This design comes from an exercise in tuning for small area, a short achievable clock period and few clock cycles on the open sky130 flow, not from production work.
The RTL was checked by simulation tests, not by an equivalence proof against the original design.

==> v30 <==
==> flow/design.v (excerpt) <==
module requant_argmax_pipe #(
  parameter int ACC_W       = 25,
  parameter int OUT_W       = 8,
  parameter int MULT_W      = 16,
  parameter int SHIFT_W     = 5,
  parameter int NUM_CLASSES = 10,
  parameter int IDX_W       = $clog2(NUM_CLASSES)
) (
  input  logic                     clk,
  input  logic                     rst_n,
  input  logic                     cfg_load,
  input  logic signed [ACC_W-1:0]  cfg_bias,
  input  logic        [MULT_W-1:0] cfg_mult,
  input  logic       [SHIFT_W-1:0] cfg_shift,
  input  logic                     cfg_round,
  input  logic signed [OUT_W-1:0]  cfg_offset,
  input  logic signed [OUT_W-1:0]  cfg_min,
  input  logic signed [OUT_W-1:0]  cfg_max,
  output logic                     busy,
  input  logic                     in_valid,
  output logic                     in_ready,
  input  logic signed [ACC_W-1:0]  in_data,
  input  logic                     in_last,
  output logic                     out_valid,
  input  logic                     out_ready,
  output logic signed [OUT_W-1:0]  out_data,
  output logic                     out_last,
  output logic                     argmax_valid,
  output logic        [IDX_W-1:0]  argmax_idx,
  output logic signed [OUT_W-1:0]  argmax_val
);
==> flow/config.mk <==
export PLATFORM = sky130hd
export DESIGN_NAME = requant_argmax_pipe
export DESIGN_NICKNAME = requant_argmax_pipe
export VERILOG_FILES = /design/flow/design.v
export SDC_FILE = /design/flow/constraint.sdc
export NUM_CORES = 4
export LEC_CHECK = 0
export ABC_AREA = 1
export CAP_MARGIN = 20
export CORE_MARGIN = 2
export CORE_UTILIZATION = 40
export CTS_BUF_LIST = sky130_fd_sc_hd__clkbuf_16
export CTS_CLUSTER_DIAMETER = 100
export CTS_CLUSTER_SIZE = 30
export SLEW_MARGIN = 20
==> flow/constraint.sdc <==
create_clock -name core_clock -period 12.0 [get_ports {clk}]
set_input_delay 2.4000 -clock core_clock [delete_from_list [all_inputs] [get_ports {clk}]]
set_output_delay 2.4000 -clock core_clock [all_outputs]
set_load 0.01 [all_outputs]
standard.sh (not shown) runs the stock make flow with config.mk's settings and CLKGATE_MAP_FILE= SYNTH_SCRIPT=/design/flow/synth_recipe.tcl, a recipe that flattens the netlist after the stock synthesis.
==> flow/flow/run.sh <==
#!/bin/bash
# The standard ORFS layout (standard.sh) with these changes to how it is
# made:
#  - repair_timing aims for 8.5 ns of setup slack at the design's clock period;
#  - the port buffers are sky130_fd_sc_hd__buf_2;
#  - after the standard synthesis, fa_polarity.py removes inverters around
#    full-adder cells (FA(~a,~b,~c) = ~FA(a,b,c)); registers and ports are
#    untouched. The layout is then built from that netlist.
set -euo pipefail
K=(SETUP_SLACK_MARGIN=8.5 "BUFFER_PORTS_ARGS=-buffer_cell sky130_fd_sc_hd__buf_2")
R=orfs/results/sky130hd/requant_argmax_pipe/base
bash standard.sh "${K[@]}" synth > standard_synth.log 2>&1
cp $R/1_2_yosys.v $R/1_2_yosys.standard.v
python3 flow/fa_polarity.py $R/1_2_yosys.standard.v $R/1_2_yosys.v > fa_polarity.log 2>&1
rm -f $R/1_synth.odb $R/1_synth.sdc
bash standard.sh "${K[@]}" finish > standard_flow.log 2>&1
Other scripts of this flow, unchanged in this note and not shown: flow/flow/fa_polarity.py
==> inputs of v14, as changes to v30 <==
==> flow/flow/run.sh (replaced) <==
#!/bin/bash
# The standard ORFS layout (standard.sh) with these changes to how it is
# made:
#  - repair_timing aims for 8.6 ns of setup slack at the design's clock period;
#  - the port buffers are sky130_fd_sc_hd__buf_2;
#  - after the standard synthesis, fa_polarity.py removes inverters around
#    full-adder cells (FA(~a,~b,~c) = ~FA(a,b,c)); registers and ports are
#    untouched. The layout is then built from that netlist.
set -euo pipefail
K=(SETUP_SLACK_MARGIN=8.6 "BUFFER_PORTS_ARGS=-buffer_cell sky130_fd_sc_hd__buf_2")
R=orfs/results/sky130hd/requant_argmax_pipe/base
bash standard.sh "${K[@]}" synth > standard_synth.log 2>&1
cp $R/1_2_yosys.v $R/1_2_yosys.standard.v
python3 flow/fa_polarity.py $R/1_2_yosys.standard.v $R/1_2_yosys.v > fa_polarity.log 2>&1
rm -f $R/1_synth.odb $R/1_synth.sdc
bash standard.sh "${K[@]}" finish > standard_flow.log 2>&1
==> metrics.yaml <==
run_status:
  status: "complete, no violations"
critical_path:
  r2r-end: "pa_q[15]"
  r2r_slack_ns: 8.66
cells_and_area:
  seq_area_share_pct: 27.0
  drive_gt1_share_pct: 12.4
sta:
  timing.hold.ws_ns: 0.340
The numbers above come from v14.

==> metrics.yaml <==
sta:
  timing.hold.ws_ns: 0.339
run_status:
  status: "complete, no violations"
cells_and_area:
  seq_area_share_pct: 27.5
  drive_gt1_share_pct: 10.7
critical_path:
  r2r_slack_ns: 8.56
The numbers above come from v30.

Testbench counts of v30, summed over its fixed seeds: cycles 9,640.
Testbench counts of v14, summed over its fixed seeds: cycles 9,640.

-- separate check: timing with driven ports --
Ports are ideal in the flow. The routed layouts listed here were re-timed in OpenROAD.
Step 1, drivers: a clkbuf_16 drives clk and a buf_2 each remaining input, both assumed.
Step 2 also shifts input and output timing later by t, the mid clock arrival at the registers, as if the neighbouring blocks saw the same clock.
Slacks: no drivers / after step 1 / after step 2; pairs: no drivers / after step 1.
run	t (ns)	setup WS [ns]	worst setup path after step 2
v30	0.616	8.534 / 8.472 / 8.093	input to register
v14	0.618	8.549 / 8.486 / 8.124	input to register
After both steps setup and hold are still met in every run listed. The setup slack of v30, which loses most, moves by -0.062 ns with the drivers and by -0.441 ns with both steps.
